This is an optimization exercise on Yosys and OpenROAD, whose aim is small area, a short achievable clock period and few clock cycles per item, not a production implementation.
Where RTL was checked, it was by simulation tests only, not by an equivalence proof against the original.
Function not checked in run 4: the RTL went through the layout flow alone.
Power figures rest on the tool's default switching activity, not on a simulated workload.

**run.sh**
```bash
#!/bin/bash
# synth_recipe.tcl (not shown) runs the flow's synth.tcl, then flattens the netlist and writes it again
# the make line also repeats each setting of config.mk as NAME=value (left out here)
make -C /OpenROAD-flow-scripts/flow DESIGN_CONFIG=/design/flow/config.mk WORK_HOME=/design/flow/orfs CLKGATE_MAP_FILE= SYNTH_SCRIPT=/design/flow/synth_recipe.tcl finish
```
**config.mk**
```make
export PLATFORM = sky130hd
export DESIGN_NAME = trade_record_varint_parser
export DESIGN_NICKNAME = trade_record_varint_parser
export VERILOG_FILES = /design/flow/design.v
export SDC_FILE = /design/flow/constraint.sdc
export NUM_CORES = 4
export LEC_CHECK = 0
export CAP_MARGIN = 20
export CORE_MARGIN = 2
export CORE_UTILIZATION = 50
export SETUP_SLACK_MARGIN = 5
export SLEW_MARGIN = 20
```
**constraint.sdc**
```tcl
create_clock -name core_clock -period 10.0 [get_ports {clk_i}]
set_input_delay 2.0000 -clock core_clock [delete_from_list [all_inputs] [get_ports {clk_i}]]
set_output_delay 2.0000 -clock core_clock [all_outputs]
set_load 0.01 [all_outputs]
```
**design.v**
```verilog
package trvp_pkg;
  localparam int MinutesPerDay = 24 * 60;
  localparam int MagW          = 62;
  localparam logic [3:0] ErrNone      = 4'd0;
  localparam logic [3:0] ErrNoTime    = 4'd1;
  localparam logic [3:0] ErrMissing   = 4'd2;
  localparam logic [3:0] ErrNoTerm    = 4'd3;
  localparam logic [3:0] ErrTooLong   = 4'd4;
  localparam logic [3:0] ErrBadMinute = 4'd5;
  localparam logic [3:0] ErrNegCount  = 4'd6;
  localparam logic [3:0] ErrOverflow  = 4'd7;
  localparam logic [3:0] ErrNegPrice  = 4'd8;
endpackage
module trvp_add #(
  parameter int W = 16
) (
  input  logic [W-1:0] a_i,
  input  logic [W-1:0] b_i,
  input  logic         ci_i,
  output logic [W-1:0] s_o,
  output logic         co_o
);
  localparam int L = $clog2(W);
  logic [W-1:0] p, g0;
  logic [W-1:0] g [L+1];
  logic [W-1:0] pp [L+1];
  assign p  = a_i ^ b_i;
  assign g0 = a_i & b_i;
  always_comb begin
    g[0]  = g0;
    pp[0] = p;
    g[0][0] = g0[0] | (p[0] & ci_i);
    for (int l = 0; l < L; l++) begin
      g[l + 1]  = g[l];
      pp[l + 1] = pp[l];
      for (int i = 0; i < W; i++) begin
        if ((i >> l) & 1) begin
          g[l + 1][i]  = g[l][i] | (pp[l][i] & g[l][((i >> l) << l) - 1]);
          pp[l + 1][i] = pp[l][i] & pp[l][((i >> l) << l) - 1];
        end
      end
    end
  end
  assign s_o  = p ^ {g[L][W-2:0], ci_i};
  assign co_o = g[L][W-1];
endmodule
module trvp_por #(
  parameter int W = 64
) (
  input  logic [W-1:0] x_i,
  output logic [W-1:0] o_o
);
  localparam int L = $clog2(W);
  logic [W-1:0] r [L+1];
  always_comb begin
    r[0] = x_i;
    for (int l = 0; l < L; l++) begin
      r[l + 1] = r[l];
      for (int i = 0; i < W; i++) begin
        if ((i >> l) & 1) r[l + 1][i] = r[l][i] | r[l][((i >> l) << l) - 1];
      end
    end
  end
  assign o_o = {r[L][W-2:0], 1'b0};
endmodule
module trade_record_varint_parser (
  input  logic                clk_i,
  input  logic                rst_ni,
  input  logic                in_valid_i,
  output logic                in_stall_o,
  input  logic [8:0]          in_data_i,
  output logic                out_valid_o,
  input  logic                out_stall_i,
  output logic [430:0]        out_data_o,
  input  logic                psel,
  input  logic                penable,
  input  logic                pwrite,
  input  logic [2:0]          paddr,
  input  logic [31:0]         pwdata,
  output logic [31:0]         prdata,
  output logic                pready
);
  localparam int MagW = trvp_pkg::MagW;
  localparam int PTLo = 0;
  localparam int PTHi = 1;
  localparam int PF0  = 2;    
  localparam int PF1  = 3;    
  localparam int PF2  = 4;    
  localparam int PF3  = 5;    
  localparam int PF4  = 6;    
  logic [15:0] rc_q, start_q, prd_q;
  logic        cfg_wr_rc;
  assign pready = 1'b1;
  assign prdata = {16'b0, prd_q};
  assign cfg_wr_rc = psel && penable && pwrite && !paddr[2];
  always_ff @(posedge clk_i or negedge rst_ni) begin
    if (!rst_ni) begin
      rc_q    <= '0;
      start_q <= '0;
    end else if (psel && penable && pwrite) begin
      if (paddr[2]) start_q <= pwdata[15:0];
      else          rc_q    <= pwdata[15:0];
    end
  end
  always_ff @(posedge clk_i) begin
    prd_q <= paddr[2] ? start_q : rc_q;
  end
  logic [8:0] ib_q, sk_q;
  logic       ib_v_q, sk_v_q;
  logic       accept, take, ib_load;
  assign in_stall_o = sk_v_q;
  assign accept     = in_valid_i && !sk_v_q;
  assign ib_load    = !ib_v_q || take;
  always_ff @(posedge clk_i or negedge rst_ni) begin
    if (!rst_ni) begin
      ib_v_q <= 1'b0;
      sk_v_q <= 1'b0;
    end else begin
      if (ib_load) ib_v_q <= sk_v_q || accept;
      sk_v_q <= sk_v_q ? !ib_load : (accept && !ib_load);
    end
  end
  always_ff @(posedge clk_i) begin
    if (ib_load) ib_q <= sk_v_q ? sk_q : in_data_i;
    if (!sk_v_q) sk_q <= in_data_i;
  end
  logic [6:0]      ph_q;
  logic [7:0]      tlow_q;
  logic [10:0]     minute_q;
  logic [63:0]     acc_q;         
  logic            sign_q, invar_q;
  logic [8:0]      g_q;           
  logic [63:0]     f0_q, f3_q;
  logic [MagW-1:0] f1_q, f2_q;
  logic            vneg_q, oneg_q, ovf_q, negp_q, upd_q, pz_q;
  logic [63:0]     price_q;
  logic [15:0]     cnt_q;
  logic            live_q;        
  logic            more_q;        
  logic            ov_q, olast_q, clr_q;
  logic [3:0]      oerr_q;
  logic [15:0]     orn_q;
  logic [16:0]     oabs_q;
  logic [10:0]     omin_q;
  logic [7:0]      b;
  logic            be, cont, first, toolong, live, more, act, vph, fend;
  logic [15:0]     t_word;
  logic [MagW-1:0] acc_nx;
  logic            sign_nx;
  logic [3:0]      err;
  logic            errany, rec_done, res, block, proc, replay, pe_reset;
  logic [63:0]     sum, val, por;
  logic            tbad, ovf;
  logic [15:0]     cnt_inc;
  logic [16:0]     cnt_inc2, abs_sum;
  logic            lt2;
  assign b       = ib_q[8:1];
  assign be      = ib_q[0];
  assign cont    = b[7];
  assign first   = !invar_q;
  assign toolong = invar_q && g_q[8];
  assign live    = live_q;
  assign more    = more_q;
  assign act     = ib_v_q && live;
  assign vph     = |ph_q[PF4:PF0];
  assign fend    = vph && !toolong && !cont;
  assign t_word  = {b, tlow_q};
  always_comb begin
    acc_nx[5:0] = first ? b[5:0] : acc_q[5:0];
    for (int j = 1; j <= 8; j++) begin
      acc_nx[6 + 7 * (j - 1) +: 7] = (!first && g_q[j - 1]) ? b[6:0]
                                   : (first ? 7'b0 : acc_q[6 + 7 * (j - 1) +: 7]);
    end
  end
  assign sign_nx = first ? b[6] : sign_q;
  always_comb begin
    err      = trvp_pkg::ErrNone;
    rec_done = 1'b0;
    if (ph_q[PTLo]) begin
      if (be) err = trvp_pkg::ErrNoTime;
    end else if (ph_q[PTHi]) begin
      if (tbad)                                    err = trvp_pkg::ErrBadMinute;
      else if (be)                                 err = trvp_pkg::ErrMissing;
    end else if (toolong) begin
      err = trvp_pkg::ErrTooLong;
    end else if (cont) begin
      if (be) err = trvp_pkg::ErrNoTerm;
    end else if (!ph_q[PF4]) begin
      if (be) err = trvp_pkg::ErrMissing;
    end else if (vneg_q || oneg_q) begin
      err = trvp_pkg::ErrNegCount;
    end else if (ovf_q) begin
      err = trvp_pkg::ErrOverflow;
    end else if (negp_q) begin
      err = trvp_pkg::ErrNegPrice;
    end else begin
      rec_done = 1'b1;
    end
  end
  assign errany   = act && (err != trvp_pkg::ErrNone);
  assign res      = act && (errany || rec_done);
  assign tbad     = t_word >= 16'(trvp_pkg::MinutesPerDay);
  assign block    = (ov_q || clr_q) && (be || (act && (vph || (ph_q[PTHi] && tbad))));
  assign proc     = act && !block;
  assign replay   = rec_done && be && more;
  assign take     = ib_v_q && !block && !(act && replay);
  assign pe_reset = take && be;
  trvp_por #(.W(64)) u_por (.x_i({2'b00, acc_nx}), .o_o(por));
  assign val   = {2'b00, acc_nx} ^ ({64{sign_nx}} & por);
  trvp_add #(.W(64)) u_sum (.a_i(price_q), .b_i(f0_q), .ci_i(1'b0), .s_o(sum), .co_o());
  assign ovf = (price_q[63] == f0_q[63]) && (sum[63] != price_q[63]);
  trvp_add #(.W(16)) u_cinc (.a_i(cnt_q), .b_i(16'd1), .ci_i(1'b0), .s_o(cnt_inc), .co_o());
  trvp_add #(.W(17)) u_cinc2 (.a_i({1'b0, cnt_q}), .b_i(17'd2), .ci_i(1'b0), .s_o(cnt_inc2),
                              .co_o());
  trvp_add #(.W(17)) u_lt2 (.a_i({1'b0, rc_q}), .b_i(~cnt_inc2), .ci_i(1'b0), .s_o(),
                            .co_o(lt2));
  trvp_add #(.W(17)) u_abs (.a_i({1'b0, start_q}), .b_i({1'b0, cnt_q}), .ci_i(1'b0),
                            .s_o(abs_sum), .co_o());
  always_ff @(posedge clk_i or negedge rst_ni) begin
    if (!rst_ni) begin
      ph_q     <= 7'b1 << PTLo;
      invar_q  <= 1'b0;
      cnt_q    <= '0;
      live_q   <= 1'b0;
      more_q   <= 1'b0;
      upd_q    <= 1'b0;
      ov_q     <= 1'b0;
      clr_q    <= 1'b0;
      pz_q     <= 1'b0;
    end else begin
      if (!ov_q) pz_q <= 1'b0;
      if (ov_q && !out_stall_i) ov_q <= 1'b0;
      clr_q <= 1'b0;
      if (clr_q) ov_q <= 1'b1;
      upd_q <= 1'b0;
      if (proc) begin
        if (ph_q[PTLo]) begin
          ph_q <= 7'b1 << PTHi;
        end else if (ph_q[PTHi]) begin
          ph_q    <= 7'b1 << PF0;
          invar_q <= 1'b0;
        end else if (!toolong) begin
          invar_q <= cont;
          if (!cont) ph_q <= ph_q[PF4] ? 7'(1 << PTLo) : (ph_q << 1);
          if (!cont && ph_q[PF0] && !be) upd_q <= 1'b1;
        end
        if (rec_done) begin
          cnt_q  <= cnt_inc;
          live_q <= more_q;
          more_q <= lt2;
        end
        if (errany) live_q <= 1'b0;
        if (rec_done) ov_q <= 1'b1;
        if (errany) clr_q <= 1'b1;
      end
      if (pe_reset) begin
        ph_q     <= 7'b1 << PTLo;
        invar_q  <= 1'b0;
        cnt_q    <= '0;
        live_q   <= (rc_q != 16'd0);
        more_q   <= (rc_q > 16'd1);
        upd_q    <= 1'b0;
        pz_q     <= 1'b1;
      end
      if (cfg_wr_rc) begin
        live_q <= (pwdata[15:0] != 16'd0);
        more_q <= (pwdata[15:1] != 15'd0);
      end
    end
  end
  always_ff @(posedge clk_i) begin
    if (proc && ph_q[PTLo]) tlow_q <= b;
    if (proc && ph_q[PTHi]) minute_q <= t_word[10:0];
    if (proc && vph && !toolong) begin
      sign_q <= sign_nx;
      g_q    <= first ? 9'b1 : (g_q << 1);
    end
    if (clr_q) begin
      acc_q <= '0;
      f0_q  <= '0;
      f1_q  <= '0;
      f2_q  <= '0;
      f3_q  <= '0;
    end else begin
      if (proc && vph) acc_q <= (ph_q[PF4] && fend) ? val : {2'b00, acc_nx};
      if (proc && fend && ph_q[PF0]) f0_q <= val;
      if (proc && fend && ph_q[PF1]) begin
        f1_q   <= acc_nx;
        vneg_q <= sign_nx && (|acc_nx);
      end
      if (proc && fend && ph_q[PF2]) begin
        f2_q   <= acc_nx;
        oneg_q <= sign_nx && (|acc_nx);
      end
      if (proc && fend && ph_q[PF3]) f3_q <= val;
    end
    if (upd_q) begin
      ovf_q  <= ovf;
      negp_q <= sum[63];
    end
    if (!rst_ni || (pz_q && !ov_q) || clr_q) price_q <= '0;
    else if (upd_q)                              price_q <= sum[63:0];
    if (proc && res) begin
      oerr_q  <= err;
      olast_q <= !(rec_done && replay);
      orn_q   <= cnt_q;
      oabs_q  <= abs_sum;
      omin_q  <= rec_done ? minute_q : 11'd0;
    end
  end
  assign out_valid_o = ov_q;
  assign out_data_o  = {orn_q, oabs_q, omin_q, f0_q, price_q, 1'b0, f1_q, 1'b0, f2_q, f3_q,
                        acc_q, oerr_q, olast_q};
endmodule
```
==> impl_results.rst, run 1 <==
.. list-table::
   :header-rows: 1

   * - Metric
     - Value
   * - Diodes inserted
     - 0
   * - Routed via count
     - approximately 22000
   * - Async S/R FF share, synth
     - 11.5%
   * - Number of max-slew violations in the final report
     - 0
   * - P_leak
     - between 10 and 15 nW
   * - Syn avg cell area
     - slightly above 9 sq um
   * - Vias in the first global route
     - between 20000 and 25000
   * - Setup Slack @ Placement
     - ~5000 ps
   * - Clock tree from TritonCTS
     - done
   * - Number of register bits inferred by synthesis
     - 557
   * - CP endpoint kind
     - flop
   * - Fmax
     - roughly 210 MHz
   * - Critical-path top delay cell
     - sky130_fd_sc_hd__or4b_1
   * - Initial cell density of the core
     - 50.9%
   * - Detailed router's first-iteration violation count
     - roughly 1800
   * - Cell Chain, Critical Path
     - mux2i_2 > o211a_1 > nand4_2 > or4b_1 > or4_4 > or3_1 > o21ai_2 > xor2_1 > nor2_1 > nor3_2
   * - Residual antenna-violating net count after detailed routing
     - 0
   * - Cell area after synthesis
     - between 20000 and 30000 sq um
   * - Final layout net count
     - roughly 3400
   * - TritonCTS Sinks
     - ~560
   * - Number of resized instances in the post-cts repair step
     - 0
   * - Final wirelength
     - 85.3 mm
   * - Worst endpoint required time
     - around 11000 ps
   * - Number of max-capacitance violations reported
     - 0
   * - WP buf/inv
     - 0
   * - HP Class
     - flop to flop
   * - Routed wire length on met2
     - ~37 mm
   * - Wire length on met3
     - 7.17 mm
   * - Max-slew headroom at the worst pin
     - roughly 24%
   * - Detailed placement HPWL
     - 62.9 mm
   * - Startpoint Class
     - flop
   * - DIE HEIGHT
     - ~230 microns
   * - Worst-skew pair later-pin latency
     - between 600 and 700 ps
   * - Row Count
     - just over 80
   * - CP peak stage delay
     - 790 ps
   * - # port buffers
     - 479
   * - Min setup slack post-route
     - 5240 ps
   * - Fin crit period
     - around 4800 ps
   * - Worst EP arrival
     - between 5000 and 6000 ps
   * - Average wire per standard cell
     - 21.4 microns
   * - Number of standard cells after synthesis
     - 2869
   * - Outcome
     - no timing/DRC/antenna violations
   * - Number of enable flip-flop cells after synthesis
     - a little over 90
   * - YS warnings
     - 12
   * - Overall overflow remaining after global route
     - 0
   * - Count of final hold-check violations
     - 0
   * - Fin Setup TNS
     - 0 ps
   * - Inserted Clock Buffers
     - just under 60
   * - Setup repair after global routing missed its margin
     - false
   * - Clock transition at the registers of the reported paths
     - about 70 ps
   * - Cell variety after synth
     - between 80 and 90
   * - Fraction of final layout cells sized beyond drive strength 1
     - 8.14%
   * - Core area
     - around 52000 sq um
   * - First drt pass iteration count
     - 5
   * - WL met1
     - a little under 40 mm
   * - Setup Viol. Count Final
     - 0
   * - Worst-path fanout max
     - 24
   * - Die outline width
     - roughly 230 microns
   * - Number of buffers on the longest clock path
     - 3
   * - Global Route Usage Sum
     - 30.7%
   * - Largest net degree at the start of global routing
     - about 110
   * - Antenna violations before repair
     - 0
   * - Critical Setup Path Class
     - flop to flop
   * - Peak VDD IR
     - ~0.00016 V
   * - Highest-count cells in the layout ignoring fill and taps
     - sky130_fd_sc_hd__nor2_1 (575), sky130_fd_sc_hd__clkdlybuf4s50_1 (478), sky130_fd_sc_hd__dfxtp_1 (402), sky130_fd_sc_hd__nand2_1 (230), sky130_fd_sc_hd__a21oi_1 (229)
   * - Pwr Density
     - 225 nW/um^2
   * - Post-synth top flop
     - sky130_fd_sc_hd__dfxtp_1
   * - Most common cell after layout, fill and taps aside
     - sky130_fd_sc_hd__nor2_1
   * - Drt via density
     - ~5.6
   * - Global-route wire length before repair
     - around 130 mm
   * - Ratio of final minimum period to clock period
     - between 40% and 50%
   * - Final setup skew
     - approximately 34 ps
   * - Total Power Consumption
     - about 7.5 mW
   * - P&R area growth vs syn
     - 27.3%
   * - Slew at the pin closest to its max-slew limit
     - between 1000 and 1500 ps
   * - Number of design rule violations left after detail routing
     - 0
   * - Gate family responsible for the most delay along the worst path
     - simple AND/OR/NAND/NOR gates
   * - Buffer type at the clock tree root
     - sky130_fd_sc_hd__clkbuf_16
   * - Number of H-tree levels
     - 2
   * - Sequential-to-total area share from yosys stat
     - a little under half
   * - Final RePlAce weighted congestion
     - 0.897
   * - Die Footprint
     - between 50000 and 60000 sq um
   * - I/O pin total
     - 517
   * - Highest routed layer
     - met4
## final cells by class
cell class                 instances  area, sq um
clock buffer                      89         1780
clock inverter                    20          223
fill                            4344        18200
inverter                          48          180
multi-input combinational       2082        12900
sequential                       557        12400
tap                              680          851
timing repair buffer             509         5060
## worst register-to-register path, stage by stage, from the launching register on
cell,delay [ps]
sky130_fd_sc_hd__dfrtp_4,660
sky130_fd_sc_hd__mux2i_2,520
sky130_fd_sc_hd__o211a_1,300
sky130_fd_sc_hd__nand4_2,200
sky130_fd_sc_hd__or4b_1,790
sky130_fd_sc_hd__or4_4,710
sky130_fd_sc_hd__or3_1,540
sky130_fd_sc_hd__o21ai_2,170
sky130_fd_sc_hd__xor2_1,450
sky130_fd_sc_hd__nor2_1,140
sky130_fd_sc_hd__nor3_2,200
## routing by layer
| layer | GRT usage [%] | vias up |
|---|---|---|
| li1 | - | 10700 |
| met3 | 7.20 | 138 |
| met4 | 10.1 | 0 |
| met1 | 43.5 | 10900 |
| met5 | 0 | - |
| met2 | 45.9 | 795 |
## stage by stage
step	hold WS (ps)	std cells	cell area [sq um]	utilization (%)
after floorplan	400	2886	26300	-
after global placement	402	3873	31400	60.8
final	420	3985	33400	64.8
after global routing	425	3985	33400	64.8
after detailed placement	408	3873	31400	60.8
after CTS	424	3982	33400	64.6
## worst paths after layout
kind                                 from          end  slack [ps]  cells after the start
worst min register to register  tlow_q[3]  minute_q[3]         420                      0
worst max-delay path              invar_q     f3_q[56]        5240                     10
worst min-delay path            tlow_q[3]  minute_q[3]         420                      0
worst max register to register    invar_q     f3_q[56]        5240                     10
min in group asynchronous          rst_ni       live_q        1690                      2
max in group asynchronous          rst_ni      invar_q        7680                      2
## cell usage after synthesis (50+ instances only)
cell type                  instances  area share, %
sky130_fd_sc_hd__clkbuf_1        149            2.1
sky130_fd_sc_hd__nor3_1           50           0.95
sky130_fd_sc_hd__dfxtp_1         402             31
sky130_fd_sc_hd__o21ai_0          84            1.6
sky130_fd_sc_hd__a21oi_1         229            4.4
sky130_fd_sc_hd__mux2_2          110            4.7
sky130_fd_sc_hd__ha_1             99            4.7
sky130_fd_sc_hd__xor2_1           92            3.1
sky130_fd_sc_hd__nand2_1         230            3.3
sky130_fd_sc_hd__nor2_1          576            8.2
sky130_fd_sc_hd__dfrtp_1          63            6.0
sky130_fd_sc_hd__xnor2_1         100            3.3
sky130_fd_sc_hd__edfxtp_1         91             10
sky130_fd_sc_hd__a211oi_1        165            4.7
## power breakdown
part           internal (mW)  leakage [nW]  switching (mW)  total, mW
Clock                   1.35         0.974           0.914       2.26
Combinational          0.847          6.85            1.57       2.41
Sequential              2.60          4.91           0.233       2.83
## registers in the layout, indices dropped and copies added, names as in the netlist, 8 cells and up
register / cells
cnt_q: 16
f1_q: 62
g_q: 9
omin_q: 11
minute_q: 11
orn_q: 16
f2_q: 62
sk_q: 9
f3_q: 63
ib_q: 9
acc_q: 63
f0_q: 63
prd_q: 16
start_q: 16
tlow_q: 8
oabs_q: 17
rc_q: 16
price_q: 64
## repair_timing
item	CTS	global route
setup endpoints to repair	0	5
hold buffers	0	0
setup buffers	0	1
## cells by family after synthesis
family / Yosys count / synth area share [%]
AND/OR/NAND/NOR: 1021 / 16.6
AO/OA/AOI/OAI: 599 / 14.3
flip-flops: 557 / 47.2
buffers and inverters: 247 / 3.96
XOR/XNOR: 193 / 6.49
multiplexers: 141 / 5.91
adder cells (fa/ha/maj): 109 / 5.48
other: 2 / 0.0286
Testbench counts, summed over its fixed seeds: cycles 19,190, bytes 19,095.
==> inputs of run 2 (changes only) <==
--- a/design.v
+++ b/design.v
@@ -130,9 +130,10 @@
   logic [63:0]     acc_q;         
   logic            sign_q, invar_q;
   logic [8:0]      g_q;           
+  logic [8:1]      nzb_q, nzb_d;
   logic [63:0]     f0_q, f3_q;
   logic [MagW-1:0] f1_q, f2_q;
-  logic            vneg_q, oneg_q, ovf_q, negp_q, upd_q, pz_q;
+  logic            vneg_q, oneg_q, ovf_q, negp_q, upd_q, upd2_q, cy_q, pz_q;
   logic [63:0]     price_q;
   logic [15:0]     cnt_q;
   logic            live_q;        
@@ -149,7 +150,9 @@
   logic            sign_nx;
   logic [3:0]      err;
   logic            errany, rec_done, res, block, proc, replay, pe_reset;
-  logic [63:0]     sum, val, por;
+  logic [31:0]     sum_lo, sum_hi;
+  logic            cy_lo;
+  logic [63:0]     val, por;
   logic            tbad, ovf;
   logic [15:0]     cnt_inc;
   logic [16:0]     cnt_inc2, abs_sum;
@@ -205,10 +208,45 @@
   assign replay   = rec_done && be && more;
   assign take     = ib_v_q && !block && !(act && replay);
   assign pe_reset = take && be;
-  trvp_por #(.W(64)) u_por (.x_i({2'b00, acc_nx}), .o_o(por));
-  assign val   = {2'b00, acc_nx} ^ ({64{sign_nx}} & por);
-  trvp_add #(.W(64)) u_sum (.a_i(price_q), .b_i(f0_q), .ci_i(1'b0), .s_o(sum), .co_o());
-  assign ovf = (price_q[63] == f0_q[63]) && (sum[63] != price_q[63]);
+  logic [MagW-1:0] por_acc, por_nx;
+  logic [6:0]      pw;            
+  logic            orb;
+  always_comb begin
+    for (int i = 0; i < MagW; i++) begin
+      if (i < 6) por_acc[i] = |(acc_q[5:0] & ((6'b1 << i) - 6'b1));
+      else       por_acc[i] = nzb_q[(i - 6) / 7 + 1]
+                            | (|(acc_q[6 + 7 * ((i - 6) / 7) +: 7] & ((7'b1 << ((i - 6) % 7)) - 7'b1)));
+    end
+  end
+  always_comb begin
+    pw[0] = 1'b0;
+    for (int k = 1; k < 7; k++) pw[k] = pw[k - 1] | b[k - 1];
+    orb = pw[6] | b[6];
+    for (int i = 0; i < MagW; i++) begin
+      if (first) begin
+        por_nx[i] = (i < 6) ? pw[i] : pw[6];
+      end else if (i < 6) begin
+        por_nx[i] = por_acc[i];
+      end else begin
+        por_nx[i] = por_acc[i]
+                  | (g_q[(i - 6) / 7] & pw[(i - 6) % 7])
+                  | ((|(g_q[8:0] & ((9'b1 << ((i - 6) / 7)) - 9'b1))) & orb);
+      end
+    end
+  end
+  assign por   = {1'b0, 1'b0, por_nx};
+  always_comb begin
+    for (int k = 1; k <= 8; k++) begin
+      nzb_d[k] = first ? pw[6] : (nzb_q[k] | (orb & (|(g_q & ((9'b1 << (k - 1)) - 9'b1)))));
+    end
+  end
+  assign val   = {2'b00, acc_nx} ^ ({{2{sign_nx & (|por_nx[MagW-1:MagW-1] | acc_nx[MagW-1])}},
+                                      {MagW{sign_nx}} & por_nx});
+  trvp_add #(.W(32)) u_sum_lo (.a_i(price_q[31:0]), .b_i(f0_q[31:0]), .ci_i(1'b0),
+                               .s_o(sum_lo), .co_o(cy_lo));
+  trvp_add #(.W(32)) u_sum_hi (.a_i(price_q[63:32]), .b_i(f0_q[63:32]), .ci_i(cy_q),
+                               .s_o(sum_hi), .co_o());
+  assign ovf = (price_q[63] == f0_q[63]) && (sum_hi[31] != price_q[63]);
   trvp_add #(.W(16)) u_cinc (.a_i(cnt_q), .b_i(16'd1), .ci_i(1'b0), .s_o(cnt_inc), .co_o());
   trvp_add #(.W(17)) u_cinc2 (.a_i({1'b0, cnt_q}), .b_i(17'd2), .ci_i(1'b0), .s_o(cnt_inc2),
                               .co_o());
@@ -224,6 +262,7 @@
       live_q   <= 1'b0;
       more_q   <= 1'b0;
       upd_q    <= 1'b0;
+      upd2_q   <= 1'b0;
       ov_q     <= 1'b0;
       clr_q    <= 1'b0;
       pz_q     <= 1'b0;
@@ -232,7 +271,8 @@
       if (ov_q && !out_stall_i) ov_q <= 1'b0;
       clr_q <= 1'b0;
       if (clr_q) ov_q <= 1'b1;
-      upd_q <= 1'b0;
+      upd_q  <= 1'b0;
+      upd2_q <= upd_q;
       if (proc) begin
         if (ph_q[PTLo]) begin
           ph_q <= 7'b1 << PTHi;
@@ -260,6 +300,7 @@
         live_q   <= (rc_q != 16'd0);
         more_q   <= (rc_q > 16'd1);
         upd_q    <= 1'b0;
+        upd2_q   <= 1'b0;
         pz_q     <= 1'b1;
       end
       if (cfg_wr_rc) begin
@@ -274,6 +315,7 @@
     if (proc && vph && !toolong) begin
       sign_q <= sign_nx;
       g_q    <= first ? 9'b1 : (g_q << 1);
+      nzb_q  <= nzb_d;
     end
     if (clr_q) begin
       acc_q <= '0;
@@ -294,12 +336,17 @@
       end
       if (proc && fend && ph_q[PF3]) f3_q <= val;
     end
-    if (upd_q) begin
+    if (upd_q) cy_q <= cy_lo;
+    if (upd2_q) begin
       ovf_q  <= ovf;
-      negp_q <= sum[63];
+      negp_q <= sum_hi[31];
+    end
+    if (!rst_ni || (pz_q && !ov_q) || clr_q) begin
+      price_q <= '0;
+    end else begin
+      if (upd_q)  price_q[31:0]  <= sum_lo;
+      if (upd2_q) price_q[63:32] <= sum_hi;
     end
-    if (!rst_ni || (pz_q && !ov_q) || clr_q) price_q <= '0;
-    else if (upd_q)                              price_q <= sum[63:0];
     if (proc && res) begin
       oerr_q  <= err;
       olast_q <= !(rec_done && replay);
--- a/config.mk
+++ b/config.mk
@@ -7,6 +7,6 @@
 export LEC_CHECK = 0
 export CAP_MARGIN = 20
 export CORE_MARGIN = 2
-export CORE_UTILIZATION = 50
+export CORE_UTILIZATION = 55
 export SETUP_SLACK_MARGIN = 5
 export SLEW_MARGIN = 20
==> impl_results.rst, run 2 <==
.. list-table::
   :header-rows: 1

   * - Metric
     - Value
   * - Number of buffers inserted by post-CTS setup repair
     - 0 (unchanged)
   * - Cell variety after synth
     - 75 (-8.5%)
   * - Number of resized instances in the post-cts repair step
     - 0 (unchanged)
   * - Setup repair after global routing missed its margin
     - false
   * - Fin Setup TNS
     - 0 ps (unchanged)
   * - Internal power component
     - 5.18 mW (+8.1%)
   * - Worst-skew pair later-pin latency
     - 620 ps (about the same)
   * - Fraction of final layout cells sized beyond drive strength 1
     - 7.58% (-0.56 points)
   * - Async S/R FF share, synth
     - 11.5% (-0.026 points)
   * - Vias in the first global route
     - 21700 (+2.7%)
   * - Library cell with the highest instance count after synthesis
     - sky130_fd_sc_hd__nor2_1
   * - Inserted Clock Buffers
     - 58 (unchanged)
   * - Antenna violations before repair
     - 0 (unchanged)
   * - Comb power frac
     - 33.5% (+1.4 points)
   * - Count of final hold-check violations
     - 0 (unchanged)
   * - Global Route Usage Sum
     - 33.9% (+3.2 points)
   * - Number of H-tree levels
     - 2 (unchanged)
   * - Most common cell after layout, fill and taps aside
     - sky130_fd_sc_hd__nor2_1
   * - First drt pass iteration count
     - 5 (unchanged)
   * - Worst-path fanout max
     - 52 (+120%)
   * - Fraction of power consumed by the clock network
     - 28.9% (-1.2 points)
   * - Number of design rule violations left after detail routing
     - 0 (unchanged)
   * - Syn avg cell area
     - 9.13 sq um (-0.29%)
   * - Sequential-to-total area share from yosys stat
     - 47.3% (+0.098 points)
   * - Top cell types by occurrence after synthesis
     - sky130_fd_sc_hd__nor2_1 (572), sky130_fd_sc_hd__dfxtp_1 (402), sky130_fd_sc_hd__nand2_1 (272)
   * - Clock transition at the registers of the reported paths
     - 60 ps (about the same)
   * - Number of enable flip-flop cells after synthesis
     - 100 (+9.9%)
   * - Outcome
     - no timing/DRC/antenna violations
   * - Startpoint Class
     - flop
   * - TritonCTS Sinks
     - 567 (+1.8%)
   * - Leading cell types by total area after synthesis
     - sky130_fd_sc_hd__dfxtp_1 (30%), sky130_fd_sc_hd__edfxtp_1 (11%), sky130_fd_sc_hd__nor2_1 (8.0%)
   * - # port buffers
     - 479 (unchanged)
   * - Cell area after synthesis
     - 26800 sq um (+2.2%)
   * - Number of max-slew violations in the final report
     - 0 (unchanged)
   * - Die Footprint
     - 50600 sq um (-7.0%)
   * - Total Power Consumption
     - 8.21 mW (+9.3%)
   * - Library cell occupying the most area in the post-synthesis netlist
     - sky130_fd_sc_hd__dfxtp_1
   * - Detailed placement HPWL
     - 63.8 mm (+1.5%)
   * - Fmax
     - 234 MHz (+11%)
   * - Number of max-capacitance violations reported
     - 0 (unchanged)
   * - Critical Setup Path Class
     - flop to flop
   * - P_leak
     - 12.8 nW (+0.81%)
   * - Core area
     - 47900 sq um (-7.1%)
   * - Initial cell density of the core
     - 56.0% (+5.1 points)
   * - Residual antenna-violating net count after detailed routing
     - 0 (unchanged)
   * - Number of register bits inferred by synthesis
     - 567 (+1.8%)
   * - Highest-count cells in the layout ignoring fill and taps
     - sky130_fd_sc_hd__nor2_1 (571), sky130_fd_sc_hd__clkdlybuf4s50_1 (478), sky130_fd_sc_hd__dfxtp_1 (402), sky130_fd_sc_hd__nand2_1 (272), sky130_fd_sc_hd__a21oi_1 (244)
   * - Worst EP arrival
     - 4780 ps (-500 ps)
   * - P_sw
     - 3.02 mW (+11%)
   * - Global-route wire length before repair
     - 131 mm (+2.5%)
   * - Worst endpoint required time
     - 10500 ps (-30 ps)
   * - I/O pin total
     - 517 (unchanged)
   * - P&R area growth vs syn
     - 26.7%
   * - Routed via count
     - 23400 (+4.0%)
   * - DIE HEIGHT
     - 225 microns (-3.6%)
   * - Post-synth top flop
     - sky130_fd_sc_hd__dfxtp_1
   * - Average wire per standard cell
     - 22.2 microns (+3.7%)
   * - Max reg flops
     - 64 (unchanged)
   * - Number of standard cells after synthesis
     - 2940 (+2.5%)
   * - Clock tree from TritonCTS
     - done
   * - Final wirelength
     - 88.3 mm (+3.5%)
   * - Final RePlAce weighted congestion
     - 0.949 (+5.8%)
   * - Overall overflow remaining after global route
     - 0 (unchanged)
   * - Final layout net count
     - 3480 (+1.9%)
   * - Ratio of final minimum period to clock period
     - 42.8% (-4.8 points)
   * - Peak VDD IR
     - 0.000248 V (+58%)
   * - Switching power share of the total
     - 36.8% (+0.69 points)
   * - Pwr Density
     - 241 nW/um^2 (+7.5%)
   * - Post-CTS Hold Fix Bufs
     - 0 (unchanged)
   * - Fraction of post-synthesis cell area in the top cell type by area
     - 30.0% (-0.65 points)
   * - Final setup skew
     - 14.9 ps (-19.0 ps)
   * - Part of the power in registers
     - 37.6% (about the same)
   * - Slew at the pin closest to its max-slew limit
     - 1140 ps (+8.06 ps)
   * - Detailed router's first-iteration violation count
     - 2386 (+36%)
   * - HP Class
     - flop to flop
   * - Max-slew headroom at the worst pin
     - 23.8% (-0.54 points)
   * - Row Count
     - 80 (-3.6%)
   * - Drt via density
     - 5.88 (+4.1%)
   * - Die outline width
     - 225 microns (-3.6%)
   * - Number of buffers on the longest clock path
     - 3 (unchanged)
   * - Register with the highest flop count
     - price_q
   * - Largest net degree at the start of global routing
     - 112 (-0.88%)
   * - Fin crit period
     - 4280 ps (-478 ps)
   * - Setup Viol. Count Final
     - 0 (unchanged)
   * - Diodes inserted
     - 0 (unchanged)
   * - CP endpoint kind
     - flop
   * - Buffer type at the clock tree root
     - sky130_fd_sc_hd__clkbuf_16
   * - YS warnings
     - 10 (-2)
-- run 2: cell count changes after synthesis, moves of 8 or more --
cell / delta
sky130_fd_sc_hd__nand2_1: +42
sky130_fd_sc_hd__o21ai_0: -22
sky130_fd_sc_hd__mux2_2: -21
sky130_fd_sc_hd__a21oi_1: +18
sky130_fd_sc_hd__nor3_1: -18
sky130_fd_sc_hd__clkbuf_1: +16
sky130_fd_sc_hd__nand4_1: +16
sky130_fd_sc_hd__a211oi_1: +13
sky130_fd_sc_hd__nand3b_1: +11
sky130_fd_sc_hd__edfxtp_1: +9
sky130_fd_sc_hd__nand2b_1: +8
sky130_fd_sc_hd__o21bai_1: -8
-- run 2: through the flow --
stage	setup slack (ps)	utilization, %	std cells	hold WS (ps)	instance area, sq um
final	5720	70.9	3979	418	34000
after global routing	5380	70.9	3979	421	34000
after CTS	5680	70.8	3977	420	33900
after detailed placement	5060	66.4	3870	405	31800
after global placement	5160	66.4	3870	403	31800
after floorplan	6060	-	2957	400	26900
-- run 2: final timing paths --
path / startpoint / to / slack [ps] / cells past startpoint
setup / recovery: invar_q / cnt_q[15] / 5720 / 9
hold / removal: tlow_q[1] / minute_q[1] / 420 / 0
setup reg to reg: invar_q / cnt_q[15] / 5720 / 9
hold reg to reg: tlow_q[1] / minute_q[1] / 420 / 0
max in group asynchronous: rst_ni / clr_q / 7760 / 2
min in group asynchronous: rst_ni / start_q[2] / 1570 / 2
-- run 2: cells by family (layout without fill, tap and decap cells) --
kind of cell / Yosys count / count (layout) / synth area share [%]
adders and majority gates: 112 / 112 / 5.64
muxes: 124 / 124 / 5.04
and+or+nand+nor: 1086 / 1086 / 17.5
DFF: 567 / 567 / 47.3
xor gates and xnor gates: 188 / 188 / 6.14
other: 2 / 19 / 0.0280
AOI/OAI and AO/OA: 610 / 610 / 14.5
buffers and inverters: 251 / 658 / 3.88
-- run 2: cell type report --
type / instances / area [sq um]
repair buffers: 506 / 5020
flip-flops and latches: 567 / 12700
multi-input cells: 2139 / 13200
clock buffers: 86 / 1790
well taps: 615 / 769
clock inverters: 21 / 314
inverters: 45 / 169
fillers: 3718 / 14000
-- run 2: worst max-delay path: stages (launching register included) --
cell                      delay [ps]
sky130_fd_sc_hd__dfrtp_2         670
sky130_fd_sc_hd__buf_4           450
sky130_fd_sc_hd__a21oi_2         240
sky130_fd_sc_hd__nand3_1         230
sky130_fd_sc_hd__nor2_1          830
sky130_fd_sc_hd__nand4_1         600
sky130_fd_sc_hd__nor3_1          660
sky130_fd_sc_hd__nand4_1         210
sky130_fd_sc_hd__xor2_1          170
sky130_fd_sc_hd__nor2_1           50
-- run 2: layer usage --
layer	up-vias	global-route usage (%)	share of wire, %
met5	-	0	0
met4	0	11.3	3.5
met3	180	8.22	10
met2	1048	51.7	44
met1	11200	47.2	42
li1	10900	-	-
-- run 2: power by group through the flow --
stage	combinational, mW	clock (mW)	sequential, mW
finish	2.75	2.37	3.08
global route	2.91	2.49	3.12
CTS	2.69	2.40	3.07
detailed placement	2.68	0	3.11
global placement	2.63	0	3.10
floorplan	1.43	0	3.09
Testbench counts of run 2, summed over its fixed seeds: cycles 19,190, bytes 19,095.
==> inputs of run 3 (changes only) <==
==> flow/run.sh (new file) <==
#!/bin/bash
# The standard layout, with plain buffers on the ports and timing repair aimed well past
# the clock period. Each step's own log stays in orfs/logs; make's output goes to
# flow_make.log here.
set -euo pipefail
bash standard.sh \
  "BUFFER_PORTS_ARGS=-buffer_cell sky130_fd_sc_hd__buf_2" \
  SETUP_SLACK_MARGIN=7 \
  finish > flow_make.log 2>&1
==> standard.sh (new file) <==
#!/bin/bash
# synth_recipe.tcl (not shown) runs the flow's synth.tcl, then flattens the netlist and writes it again
# the make line also repeats each setting of config.mk as NAME=value (left out here)
make -C /OpenROAD-flow-scripts/flow DESIGN_CONFIG=/design/flow/config.mk WORK_HOME=/design/flow/orfs CLKGATE_MAP_FILE= SYNTH_SCRIPT=/design/flow/synth_recipe.tcl "${@:-finish}"
--- a/config.mk
+++ b/config.mk
@@ -8,5 +8,4 @@
 export CAP_MARGIN = 20
 export CORE_MARGIN = 2
 export CORE_UTILIZATION = 55
-export SETUP_SLACK_MARGIN = 5
 export SLEW_MARGIN = 20
removed: run.sh
==> impl_results.rst, run 3 <==
.. list-table::
   :header-rows: 1

   * - Metric
     - Value
   * - Max-slew headroom at the worst pin
     - 29.1% (+5.4 points)
   * - Buffer type at the clock tree root
     - sky130_fd_sc_hd__clkbuf_16
   * - Final layout net count
     - 3796 (+9.1%)
   * - Cell variety after synth
     - 75 (unchanged)
   * - Register cell area after layout
     - 13300 sq um (+5.1%)
   * - YS warnings
     - 10 (unchanged)
   * - Post-synth top flop
     - sky130_fd_sc_hd__dfxtp_1
   * - Internal power component
     - 5.45 mW (+5.3%)
   * - Peak VDD IR
     - 0.000221 V (-11%)
   * - I/O pin total
     - 517 (unchanged)
   * - Global-route wire length before repair
     - 144 mm (+10%)
   * - Comb power frac
     - 41.1% (+7.6 points)
   * - Library cell with the highest instance count after synthesis
     - sky130_fd_sc_hd__nor2_1
   * - Fin crit period
     - 3260 ps (-1020 ps)
   * - Combined area of the multi-input logic cells
     - 14400 sq um (+9.1%)
   * - Routed via count
     - 25700 (+9.7%)
   * - Register with the highest flop count
     - price_q
   * - Design area
     - 38300 sq um (+13%)
   * - Final wirelength
     - 101 mm (+14%)
   * - Row Count
     - 80 (unchanged)
   * - Number of standard cells after synthesis
     - 2940 (unchanged)
   * - Endpoint of the worst register-to-register path
     - oneg_q
   * - # port buffers
     - 479 (unchanged)
   * - Most common cell after layout, fill and taps aside
     - sky130_fd_sc_hd__nor2_1
   * - Clock tree from TritonCTS
     - done
   * - Worst endpoint required time
     - 10310 ps (-190 ps)
   * - Number of standard cells in the layout, taps in and fillers out
     - 4298 (+8.0%)
   * - Switching power share of the total
     - 38.8% (+2.0 points)
   * - Leading cell types by total area after synthesis
     - sky130_fd_sc_hd__dfxtp_1 (30%), sky130_fd_sc_hd__edfxtp_1 (11%), sky130_fd_sc_hd__nor2_1 (8.0%)
   * - Count of final hold-check violations
     - 0 (unchanged)
   * - HP Class
     - flop to flop
   * - Fraction of post-synthesis cell area in the top cell type by area
     - 30.0% (unchanged)
   * - Initial cell density of the core
     - 56.0% (unchanged)
   * - Worst-path fanout max
     - 14 (-73%)
   * - Diodes inserted
     - 0 (unchanged)
   * - Pwr Density
     - 233 nW/um^2 (-3.6%)
   * - Sequential-to-total area share from yosys stat
     - 47.3% (unchanged)
   * - Post-CTS Hold Fix Bufs
     - 0 (unchanged)
   * - Die outline width
     - 225 microns (unchanged)
   * - Antenna violations before repair
     - 0 (unchanged)
   * - Count of cells along the worst register-to-register path
     - 5 (-4)
   * - Final RePlAce weighted congestion
     - 0.928 (-2.2%)
   * - Number of register bits inferred by synthesis
     - 567 (unchanged)
   * - Detailed router's first-iteration violation count
     - 2834 (+19%)
   * - Ratio of final minimum period to clock period
     - 32.6% (-10 points)
   * - Slew at the pin closest to its max-slew limit
     - 1060 ps (-80.8 ps)
   * - Outcome
     - no timing/DRC/antenna violations
   * - Cell area after synthesis
     - 26800 sq um (unchanged)
   * - Worst EP arrival
     - 3570 ps (-1210 ps)
   * - P&R area growth vs syn
     - 42.8%
   * - Inserted Clock Buffers
     - 59 (+1.7%)
   * - DIE HEIGHT
     - 225 microns (unchanged)
   * - Min setup slack post-route
     - 6740 ps (+1020 ps)
   * - Part of the power in registers
     - 34.2% (-3.4 points)
   * - Syn avg cell area
     - 9.13 sq um (unchanged)
   * - Setup Viol. Count Final
     - 0 (unchanged)
   * - Clock transition at the registers of the reported paths
     - 70 ps (about the same)
   * - Die Footprint
     - 50600 sq um (unchanged)
   * - Placed standard-cell area
     - 29500 sq um (-7.3%)
   * - Largest net degree at the start of global routing
     - 108 (-3.6%)
   * - Fraction of final layout cells sized beyond drive strength 1
     - 43.4% (+36 points)
   * - First drt pass iteration count
     - 8 (+3)
   * - Number of design rule violations left after detail routing
     - 0 (unchanged)
   * - Worst-skew pair later-pin latency
     - 640 ps (+20 ps)
   * - Average wire per standard cell
     - 23.4 microns (+5.5%)
   * - P_leak
     - 16.1 nW (+25%)
   * - Global Route Usage Sum
     - 37.5% (+3.6 points)
   * - Crit path launch
     - g_q[7]
   * - CP endpoint kind
     - flop
   * - Vias in the first global route
     - 23800 (+9.9%)
   * - Number of enable flip-flop cells after synthesis
     - 100 (unchanged)
   * - Fmax
     - 307 MHz (+31%)
   * - Number of H-tree levels
     - 2 (unchanged)
   * - Reg-to-reg critical path startpoint
     - g_q[7]
   * - Critical Path End
     - oneg_q
   * - Fraction of power consumed by the clock network
     - 24.6% (-4.3 points)
   * - Async S/R FF share, synth
     - 11.5% (unchanged)
   * - Startpoint Class
     - flop
   * - Number of filler instances in the final layout
     - 3111 (-16%)
   * - Fin Setup TNS
     - 0 ps (unchanged)
   * - P_sw
     - 3.46 mW (+14%)
   * - Drt via density
     - 5.97 (+1.6%)
   * - Overall overflow remaining after global route
     - 0 (unchanged)
   * - Critical Setup Path Class
     - flop to flop
   * - Final setup skew
     - 29.7 ps (+14.8 ps)
   * - Setup repair after global routing missed its margin
     - true
   * - Number of buffers on the longest clock path
     - 3 (unchanged)
   * - Number of max-capacitance violations reported
     - 0 (unchanged)
   * - Highest-count cells in the layout ignoring fill and taps
     - sky130_fd_sc_hd__nor2_1 (556), sky130_fd_sc_hd__buf_6 (408), sky130_fd_sc_hd__dfxtp_2 (322), sky130_fd_sc_hd__buf_4 (306), sky130_fd_sc_hd__nand2_1 (252)
   * - Setup Slack @ Placement
     - 5720 ps (+659 ps)
   * - Residual antenna-violating net count after detailed routing
     - 0 (unchanged)
   * - Detailed placement HPWL
     - 63.5 mm (-0.53%)
   * - Placed cell count
     - 3871 (+0.026%)
   * - Library cell occupying the most area in the post-synthesis netlist
     - sky130_fd_sc_hd__dfxtp_1
   * - Register-to-register setup slack
     - 6740 ps (+1020 ps)
   * - Core area
     - 47900 sq um (unchanged)
   * - Max reg flops
     - 64 (unchanged)
   * - Top cell types by occurrence after synthesis
     - sky130_fd_sc_hd__nor2_1 (572), sky130_fd_sc_hd__dfxtp_1 (402), sky130_fd_sc_hd__nand2_1 (272)
   * - TritonCTS Sinks
     - 567 (unchanged)
   * - Number of max-slew violations in the final report
     - 0 (unchanged)
-- run 3: cell counts after synthesis --
Identical to the previous run, type by type.
-- run 3: worst min-delay path by stage --
stage	startpoint	to	slack, ps	cells past startpoint
detailed placement	tlow_q[4]	minute_q[4]	410	0
floorplan	tlow_q[0]	minute_q[0]	400	0
global route	tlow_q[0]	minute_q[0]	440	0
global placement	tlow_q[2]	minute_q[2]	400	0
finish	tlow_q[2]	minute_q[2]	430	0
CTS	tlow_q[2]	minute_q[2]	430	0
-- run 3: area by class of cell --
class / instances / share of cell area (%)
inverter: 45 / 0.457
clock buffer: 80 / 4.45
timing repair buffer: 819 / 20.0
sequential: 567 / 34.8
multi-input combinational: 2141 / 37.7
tap: 615 / 2.01
clock inverter: 31 / 0.562
-- run 3: through the flow --
stage	total power, mW	hold slack, ps	util [%]
global placement	5.49	403	61.6
finish	8.92	426	79.9
CTS	8.43	425	76.9
detailed placement	5.56	405	61.6
floorplan	4.54	400	-
global route	9.18	438	79.9
-- run 3: kinds of logic (layout without fill, tap and decap cells) --
kind of cell | after synthesis | after routing | share of synthesized area (%)
adders and majority gates | 112 | 112 | 5.64
AOI/OAI and AO/OA | 610 | 610 | 14.5
DFF | 567 | 567 | 47.3
muxes | 124 | 124 | 5.04
other | 2 | 19 | 0.0280
xor gates and xnor gates | 188 | 188 | 6.14
and+or+nand+nor | 1086 | 1088 | 17.5
buffers and inverters | 251 | 975 | 3.88
-- run 3: power by group through the flow --
stage | Clock, mW | Sequential, mW | Combinational (mW)
global placement | 0 | 3.10 | 2.39
CTS | 2.20 | 3.03 | 3.19
detailed placement | 0 | 3.12 | 2.44
finish | 2.19 | 3.05 | 3.67
global route | 2.30 | 3.08 | 3.81
floorplan | 0 | 3.09 | 1.44
-- run 3: critical path: stages (launching register included) --
cell                       delay (ps)
sky130_fd_sc_hd__edfxtp_1         630
sky130_fd_sc_hd__and2_1           300
sky130_fd_sc_hd__o21ai_1          790
sky130_fd_sc_hd__nand4_1          260
sky130_fd_sc_hd__nor4_1           680
sky130_fd_sc_hd__a31oi_2          290
-- run 3: per-layer routing --
layer  vias up  global-route usage (%)  wire length, microns
li1      11500                       -                     -
met1     12400                    51.6                 39700
met2      1425                    56.7                 44300
met3       313                    9.72                 11900
met4         0                    14.7                  4750
met5         -                       0                     0
-- run 3: timing repair --
| item | CTS | global route |
|---|---|---|
| cloned | 4 | 1 |
| pin swaps | 41 | 91 |
| resized for setup | 1065 | 164 |
| setup buffers | 238 | 73 |
| endpoints found under the setup margin | 885 | 723 |
==> inputs of run 4 (changes only) <==
--- a/design.v
+++ b/design.v
@@ -125,22 +125,21 @@
     if (!sk_v_q) sk_q <= in_data_i;
   end
   logic [6:0]      ph_q;
-  logic [7:0]      tlow_q;
-  logic [10:0]     minute_q;
-  logic [63:0]     acc_q;         
+  logic [10:0]     minute_q;      
+  logic [62:0]     acc_q;         
   logic            sign_q, invar_q;
   logic [8:0]      g_q;           
   logic [8:1]      nzb_q, nzb_d;
-  logic [63:0]     f0_q, f3_q;
+  logic [62:0]     f0_q, f3_q;
   logic [MagW-1:0] f1_q, f2_q;
   logic            vneg_q, oneg_q, ovf_q, negp_q, upd_q, upd2_q, cy_q, pz_q;
-  logic [63:0]     price_q;
+  logic [62:0]     price_q;       
   logic [15:0]     cnt_q;
+  logic            cpi_q, cpz_q;  
   logic            live_q;        
   logic            more_q;        
   logic            ov_q, olast_q, clr_q;
   logic [3:0]      oerr_q;
-  logic [15:0]     orn_q;
   logic [16:0]     oabs_q;
   logic [10:0]     omin_q;
   logic [7:0]      b;
@@ -167,15 +166,15 @@
   assign act     = ib_v_q && live;
   assign vph     = |ph_q[PF4:PF0];
   assign fend    = vph && !toolong && !cont;
-  assign t_word  = {b, tlow_q};
+  assign t_word  = {b, minute_q[7:0]};
   always_comb begin
-    acc_nx[5:0] = first ? b[5:0] : acc_q[5:0];
+    acc_nx[5:0] = clr_q ? 6'b0 : (first ? b[5:0] : acc_q[5:0]);
     for (int j = 1; j <= 8; j++) begin
-      acc_nx[6 + 7 * (j - 1) +: 7] = (!first && g_q[j - 1]) ? b[6:0]
-                                   : (first ? 7'b0 : acc_q[6 + 7 * (j - 1) +: 7]);
+      acc_nx[6 + 7 * (j - 1) +: 7] = (clr_q || (first && j > 0)) ? 7'b0
+                                   : (g_q[j - 1] ? b[6:0] : acc_q[6 + 7 * (j - 1) +: 7]);
     end
   end
-  assign sign_nx = first ? b[6] : sign_q;
+  assign sign_nx = !clr_q && (first ? b[6] : sign_q);
   always_comb begin
     err      = trvp_pkg::ErrNone;
     rec_done = 1'b0;
@@ -244,9 +243,9 @@
                                       {MagW{sign_nx}} & por_nx});
   trvp_add #(.W(32)) u_sum_lo (.a_i(price_q[31:0]), .b_i(f0_q[31:0]), .ci_i(1'b0),
                                .s_o(sum_lo), .co_o(cy_lo));
-  trvp_add #(.W(32)) u_sum_hi (.a_i(price_q[63:32]), .b_i(f0_q[63:32]), .ci_i(cy_q),
-                               .s_o(sum_hi), .co_o());
-  assign ovf = (price_q[63] == f0_q[63]) && (sum_hi[31] != price_q[63]);
+  trvp_add #(.W(32)) u_sum_hi (.a_i({1'b0, price_q[62:32]}), .b_i({f0_q[62], f0_q[62:32]}),
+                               .ci_i(cy_q), .s_o(sum_hi), .co_o());
+  assign ovf = !f0_q[62] && sum_hi[31];
   trvp_add #(.W(16)) u_cinc (.a_i(cnt_q), .b_i(16'd1), .ci_i(1'b0), .s_o(cnt_inc), .co_o());
   trvp_add #(.W(17)) u_cinc2 (.a_i({1'b0, cnt_q}), .b_i(17'd2), .ci_i(1'b0), .s_o(cnt_inc2),
                               .co_o());
@@ -259,16 +258,24 @@
       ph_q     <= 7'b1 << PTLo;
       invar_q  <= 1'b0;
       cnt_q    <= '0;
+      cpi_q    <= 1'b0;
+      cpz_q    <= 1'b0;
       live_q   <= 1'b0;
       more_q   <= 1'b0;
       upd_q    <= 1'b0;
       upd2_q   <= 1'b0;
       ov_q     <= 1'b0;
       clr_q    <= 1'b0;
-      pz_q     <= 1'b0;
+      pz_q     <= 1'b1;       
     end else begin
       if (!ov_q) pz_q <= 1'b0;
-      if (ov_q && !out_stall_i) ov_q <= 1'b0;
+      if (ov_q && !out_stall_i) begin
+        ov_q  <= 1'b0;
+        cpi_q <= 1'b0;
+        cpz_q <= 1'b0;
+        if (cpz_q)      cnt_q <= '0;
+        else if (cpi_q) cnt_q <= cnt_inc;
+      end
       clr_q <= 1'b0;
       if (clr_q) ov_q <= 1'b1;
       upd_q  <= 1'b0;
@@ -285,7 +292,7 @@
           if (!cont && ph_q[PF0] && !be) upd_q <= 1'b1;
         end
         if (rec_done) begin
-          cnt_q  <= cnt_inc;
+          cpi_q  <= 1'b1;
           live_q <= more_q;
           more_q <= lt2;
         end
@@ -296,7 +303,8 @@
       if (pe_reset) begin
         ph_q     <= 7'b1 << PTLo;
         invar_q  <= 1'b0;
-        cnt_q    <= '0;
+        if (proc && res) cpz_q <= 1'b1;
+        else             cnt_q <= '0;
         live_q   <= (rc_q != 16'd0);
         more_q   <= (rc_q > 16'd1);
         upd_q    <= 1'b0;
@@ -310,52 +318,43 @@
     end
   end
   always_ff @(posedge clk_i) begin
-    if (proc && ph_q[PTLo]) tlow_q <= b;
-    if (proc && ph_q[PTHi]) minute_q <= t_word[10:0];
+    if (proc && ph_q[PTLo]) minute_q[7:0]  <= b;
+    if (proc && ph_q[PTHi]) minute_q[10:8] <= b[2:0];
     if (proc && vph && !toolong) begin
       sign_q <= sign_nx;
       g_q    <= first ? 9'b1 : (g_q << 1);
       nzb_q  <= nzb_d;
     end
-    if (clr_q) begin
-      acc_q <= '0;
-      f0_q  <= '0;
-      f1_q  <= '0;
-      f2_q  <= '0;
-      f3_q  <= '0;
-    end else begin
-      if (proc && vph) acc_q <= (ph_q[PF4] && fend) ? val : {2'b00, acc_nx};
-      if (proc && fend && ph_q[PF0]) f0_q <= val;
-      if (proc && fend && ph_q[PF1]) begin
-        f1_q   <= acc_nx;
-        vneg_q <= sign_nx && (|acc_nx);
-      end
-      if (proc && fend && ph_q[PF2]) begin
-        f2_q   <= acc_nx;
-        oneg_q <= sign_nx && (|acc_nx);
-      end
-      if (proc && fend && ph_q[PF3]) f3_q <= val;
+    if ((proc && vph) || clr_q) acc_q <= (ph_q[PF4] && fend) ? val[62:0] : {1'b0, acc_nx};
+    if ((proc && fend && ph_q[PF0]) || clr_q) f0_q <= val[62:0];
+    if ((proc && fend && ph_q[PF1]) || clr_q) begin
+      f1_q   <= acc_nx;
+      vneg_q <= sign_nx && (|acc_nx);
+    end
+    if ((proc && fend && ph_q[PF2]) || clr_q) begin
+      f2_q   <= acc_nx;
+      oneg_q <= sign_nx && (|acc_nx);
     end
+    if ((proc && fend && ph_q[PF3]) || clr_q) f3_q <= val[62:0];
     if (upd_q) cy_q <= cy_lo;
     if (upd2_q) begin
       ovf_q  <= ovf;
       negp_q <= sum_hi[31];
     end
-    if (!rst_ni || (pz_q && !ov_q) || clr_q) begin
+    if ((pz_q && !ov_q) || clr_q) begin
       price_q <= '0;
     end else begin
       if (upd_q)  price_q[31:0]  <= sum_lo;
-      if (upd2_q) price_q[63:32] <= sum_hi;
+      if (upd2_q) price_q[62:32] <= sum_hi[30:0];
     end
     if (proc && res) begin
       oerr_q  <= err;
       olast_q <= !(rec_done && replay);
-      orn_q   <= cnt_q;
       oabs_q  <= abs_sum;
       omin_q  <= rec_done ? minute_q : 11'd0;
     end
   end
   assign out_valid_o = ov_q;
-  assign out_data_o  = {orn_q, oabs_q, omin_q, f0_q, price_q, 1'b0, f1_q, 1'b0, f2_q, f3_q,
-                        acc_q, oerr_q, olast_q};
+  assign out_data_o  = {cnt_q, oabs_q, omin_q, f0_q[62], f0_q, 1'b0, price_q, 1'b0, f1_q,
+                        1'b0, f2_q, f3_q[62], f3_q, acc_q[62], acc_q, oerr_q, olast_q};
 endmodule
==> flow/run.sh (replaced) <==
#!/bin/bash
set -euo pipefail
bash standard.sh \
  "BUFFER_PORTS_ARGS=-buffer_cell sky130_fd_sc_hd__buf_1" \
  SETUP_SLACK_MARGIN=6.8 \
  finish > flow_make.log 2>&1
--- a/config.mk
+++ b/config.mk
@@ -7,5 +7,7 @@
 export LEC_CHECK = 0
 export CAP_MARGIN = 20
 export CORE_MARGIN = 2
-export CORE_UTILIZATION = 55
+export CORE_UTILIZATION = 65
+export CTS_CLUSTER_DIAMETER = 60
+export CTS_CLUSTER_SIZE = 25
 export SLEW_MARGIN = 20
==> impl_results.rst, run 4 <==
.. list-table::
   :header-rows: 1

   * - Metric
     - Value
   * - Core area
     - 38500 sq um (-20%)
   * - Critical Setup Path Class
     - flop to flop
   * - Die outline width
     - 201 microns (-11%)
   * - Outcome
     - no timing/DRC/antenna violations
   * - Part of the power in registers
     - 41.4% (+7.2 points)
   * - First drt pass iteration count
     - 6 (-2)
   * - Setup repair after global routing missed its margin
     - true
   * - Highest-utilization routing layer at the global route stage
     - met2
   * - Post-synth top flop
     - sky130_fd_sc_hd__edfxtp_1
   * - GRT met3 Usage
     - 11.2% (+1.5 points)
   * - Number of buffers on the longest clock path
     - 3 (unchanged)
   * - Grt met1 use
     - 50.9% (-0.67 points)
   * - Syn avg cell area
     - 12.5 sq um (+37%)
   * - Fin Setup TNS
     - 0 ps (unchanged)
   * - Worst-path fanout max
     - 5 (-9)
   * - Setup Viol. Count Final
     - 0 (unchanged)
   * - Number of max-slew violations in the final report
     - 0 (unchanged)
   * - Max-slew headroom at the worst pin
     - 27.3% (-1.9 points)
   * - Largest net degree at the start of global routing
     - 68 (-37%)
   * - Final layout net count
     - 2787 (-27%)
   * - Total Power Consumption
     - 9.50 mW (+6.6%)
   * - Cell area after synthesis
     - 25200 sq um (-6.0%)
   * - HP Class
     - flop to flop
   * - Global routing met2 resource utilization
     - 56.8% (+0.13 points)
   * - Antenna violations before repair
     - 2 (+2)
   * - Number of H-tree levels
     - 2 (unchanged)
   * - Library cell occupying the most area in the post-synthesis netlist
     - sky130_fd_sc_hd__edfxtp_1
   * - Number of design rule violations left after detail routing
     - 0 (unchanged)
   * - Average wire per standard cell
     - 25.9 microns (+11%)
   * - Fin crit period
     - 3350 ps (+94.3 ps)
   * - Worst endpoint required time
     - 10380 ps (+70 ps)
   * - Worst-skew pair later-pin latency
     - 590 ps (-50 ps)
   * - Inserted Clock Buffers
     - 37 (-37%)
   * - Internal power component
     - 5.60 mW (+2.6%)
   * - Most common cell after layout, fill and taps aside
     - sky130_fd_sc_hd__edfxtp_1
   * - Top cell types by occurrence after synthesis
     - sky130_fd_sc_hd__edfxtp_1 (389), sky130_fd_sc_hd__nor2_1 (206), sky130_fd_sc_hd__nand2_1 (144)
   * - Final setup skew
     - 23.9 ps (-5.83 ps)
   * - Number of register bits inferred by synthesis
     - 544 (-4.1%)
   * - Final RePlAce weighted congestion
     - 0.951 (+2.4%)
   * - Fraction of post-synthesis cell area in the top cell type by area
     - 46.3% (+16 points)
   * - TritonCTS Sinks
     - 544 (-4.1%)
   * - Residual antenna-violating net count after detailed routing
     - 0 (unchanged)
   * - Global-route wire length before repair
     - 113 mm (-22%)
   * - Overall overflow remaining after global route
     - 0 (unchanged)
   * - Drt via density
     - 6.17 (+3.4%)
   * - Hold path startpoint
     - sk_q[7]
   * - Highest-count cells in the layout ignoring fill and taps
     - sky130_fd_sc_hd__edfxtp_1 (389), sky130_fd_sc_hd__buf_1 (382), sky130_fd_sc_hd__nor2_1 (199), sky130_fd_sc_hd__buf_4 (147), sky130_fd_sc_hd__nand2_1 (138)
   * - P&R area growth vs syn
     - 24.2%
   * - Number of filler instances in the final layout
     - 2319 (-25%)
   * - Design area
     - 31300 sq um (-18%)
   * - Fraction of final layout cells sized beyond drive strength 1
     - 21.1% (-22 points)
   * - Post-CTS Hold Fix Bufs
     - 0 (unchanged)
   * - Finished Core Util
     - 81.4% (+1.5 points)
   * - P_sw
     - 3.91 mW (+13%)
   * - P_leak
     - 12.2 nW (-24%)
   * - Startpoint Class
     - flop
   * - Detailed placement HPWL
     - 52.9 mm (-17%)
   * - Fmax
     - 298 MHz (-2.8%)
   * - Number of enable flip-flop cells after synthesis
     - 389 (+290%)
   * - YS warnings
     - 10 (unchanged)
   * - I/O pin total
     - 517 (unchanged)
   * - Vias in the first global route
     - 18200 (-23%)
   * - Comb power frac
     - 41.2% (about the same)
   * - Ratio of final minimum period to clock period
     - 33.5% (+0.94 points)
   * - Routed via count
     - 19600 (-24%)
   * - CP endpoint kind
     - flop
   * - Switching power share of the total
     - 41.1% (+2.3 points)
   * - Library cell with the highest instance count after synthesis
     - sky130_fd_sc_hd__edfxtp_1
   * - Buffer type at the clock tree root
     - sky130_fd_sc_hd__clkbuf_16
   * - Row Count
     - 72 (-10%)
   * - Pwr Density
     - 304 nW/um^2 (+30%)
   * - Initial cell density of the core
     - 65.5% (+9.6 points)
   * - Slew at the pin closest to its max-slew limit
     - 1090 ps (+27.8 ps)
   * - Final wirelength
     - 82.1 mm (-18%)
   * - Reg-to-reg critical path startpoint
     - ib_q[1]
   * - Async S/R FF share, synth
     - 12.3% (+0.85 points)
   * - Number of standard cells after synthesis
     - 2012 (-32%)
   * - Die Footprint
     - 40400 sq um (-20%)
   * - Placed standard-cell area
     - 27400 sq um (-7.2%)
   * - Cell variety after synth
     - 73 (-2.7%)
   * - Clock tree from TritonCTS
     - done
   * - Crit path launch
     - ib_q[1]
   * - Clock transition at the registers of the reported paths
     - 90 ps (+20 ps)
   * - Worst EP arrival
     - 3730 ps (+160 ps)
   * - Fraction of power consumed by the clock network
     - 17.4% (-7.2 points)
   * - Global Route Usage Sum
     - 37.6% (+0.050 points)
   * - Peak VDD IR
     - 0.000238 V (+7.7%)
   * - # port buffers
     - 478 (-0.21%)
   * - Count of final hold-check violations
     - 0 (unchanged)
   * - Leading cell types by total area after synthesis
     - sky130_fd_sc_hd__edfxtp_1 (46%), sky130_fd_sc_hd__dfxtp_1 (7.0%), sky130_fd_sc_hd__dfrtp_1 (6.5%)
   * - Sequential-to-total area share from yosys stat
     - 60.0% (+13 points)
   * - Number of max-capacitance violations reported
     - 0 (unchanged)
   * - DIE HEIGHT
     - 201 microns (-11%)
   * - Detailed router's first-iteration violation count
     - 2262 (-20%)
-- run 4: logic make-up (layout without fill, tap and decap cells) --
group                      Yosys count  count (layout)  share of synthesized area, %
buffers and inverters              153             758                          2.68
AOI/OAI and AO/OA                  266             283                          7.06
and+or+nand+nor                    593             593                          11.3
muxes                              152             152                          6.32
adders and majority gates          113             113                          6.06
other                                2              22                        0.0298
xor gates and xnor gates           189             189                          6.57
DFF                                544             544                          60.0
-- run 4: what timing repair did --
item / CTS / global route
pin swaps: 24 / 34
hold endpoints to repair: 0 / 0
cloned: 1 / 17
resized for setup: 157 / 169
setup endpoints to repair: 703 / 568
setup buffers: 89 / 65
-- run 4: power groups by stage --
stage	logic (mW)	clock network (mW)	registers, mW
global route	4.09	1.73	3.98
floorplan	1.57	0	4.06
global placement	2.90	0	4.02
finish	3.92	1.65	3.93
detailed placement	2.97	0	4.05
CTS	3.37	1.66	3.89
-- run 4: critical path: stages, from the launching register on --
cell,delay (ps)
sky130_fd_sc_hd__edfxtp_1,440
sky130_fd_sc_hd__buf_12,170
sky130_fd_sc_hd__or3_4,410
sky130_fd_sc_hd__or2_4,300
sky130_fd_sc_hd__buf_6,140
sky130_fd_sc_hd__o22ai_2,80
sky130_fd_sc_hd__nand3b_1,160
sky130_fd_sc_hd__or4_4,470
sky130_fd_sc_hd__or3_4,360
sky130_fd_sc_hd__a211oi_4,260
sky130_fd_sc_hd__nor2_2,70
sky130_fd_sc_hd__xor2_2,300
-- run 4: routing by layer --
metal / up-vias / share of wire, %
met1: 9601 / 37
met5: - / 0.022
met4: 2 / 5.3
li1: 8497 / -
met2: 1238 / 45
met3: 246 / 13
-- run 4: area by class of cell --
class	instances	area, sq um	area share [%]
multi-input combinational	1350	10500	33.4
clock inverter	20	193	0.616
antenna	2	5.00	0.0160
inverter	41	154	0.492
tap	518	648	2.07
clock buffer	48	1090	3.50
sequential	544	15200	48.4
timing repair buffer	649	3580	11.4
-- run 4: final timing paths --
kind / to / slack, ps / depth (start not counted)
max in group asynchronous: cnt_q[10] / 7750 / 2
min: sk_q[7] / 480 / 1
max reg2reg: f0_q[26] / 6650 / 11
min reg2reg: sk_q[7] / 480 / 1
max: f0_q[26] / 6650 / 11
min in group asynchronous: clr_q / 1600 / 2
-- run 4: metrics by stage --
step | hold WS [ps] | instances | setup WS [ps]
5_1_grt | 496 | 3170 | 6560
3_3_place_gp | 453 | 2930 | 5490
4_1_cts | 480 | 3088 | 6500
6_report | 480 | 3172 | 6650
3_5_place_dp | 459 | 2930 | 5470
2_1_floorplan | 441 | 2030 | 6820

-- port drivers added, routing unchanged --
Ports are ideal in the flow. The routed layouts listed here were re-timed in OpenROAD.
Step 1 (the two cells are an assumption about what drives the block):
set clk [get_ports {clk_i}]
set_driving_cell -lib_cell sky130_fd_sc_hd__clkbuf_16 $clk
set_driving_cell -lib_cell sky130_fd_sc_hd__buf_2 [delete_from_list [all_inputs] $clk]
Step 2 times the ports against the registers' clock, not the clock port: input delays grow and output delays shrink by t, the midpoint of the rising clock arrivals with the driver on.
a / b / c = ideal ports / drivers / drivers and shift; a / b = the first two.
run	t, ns	setup slack, ns	worst setup path at the end	slew at the worst register clock pin (ns)	cell pins on the clock port's net
run 1	0.678	5.244 / 5.244 / 5.102	input to register	0.07 / 0.07	1
run 2	0.673	5.721 / 5.721 / 5.464	input to register	0.07 / 0.07	1
run 3	0.683	6.743 / 6.743 / 6.380	input to register	0.07 / 0.07	1
run 4	0.636	6.649 / 6.605 / 6.329	input to register	0.09 / 0.09	1
After both steps setup and hold are still met in every run listed. The setup slack of run 3, which loses most, moves by 0.000 ns with the drivers and by -0.363 ns with both steps.
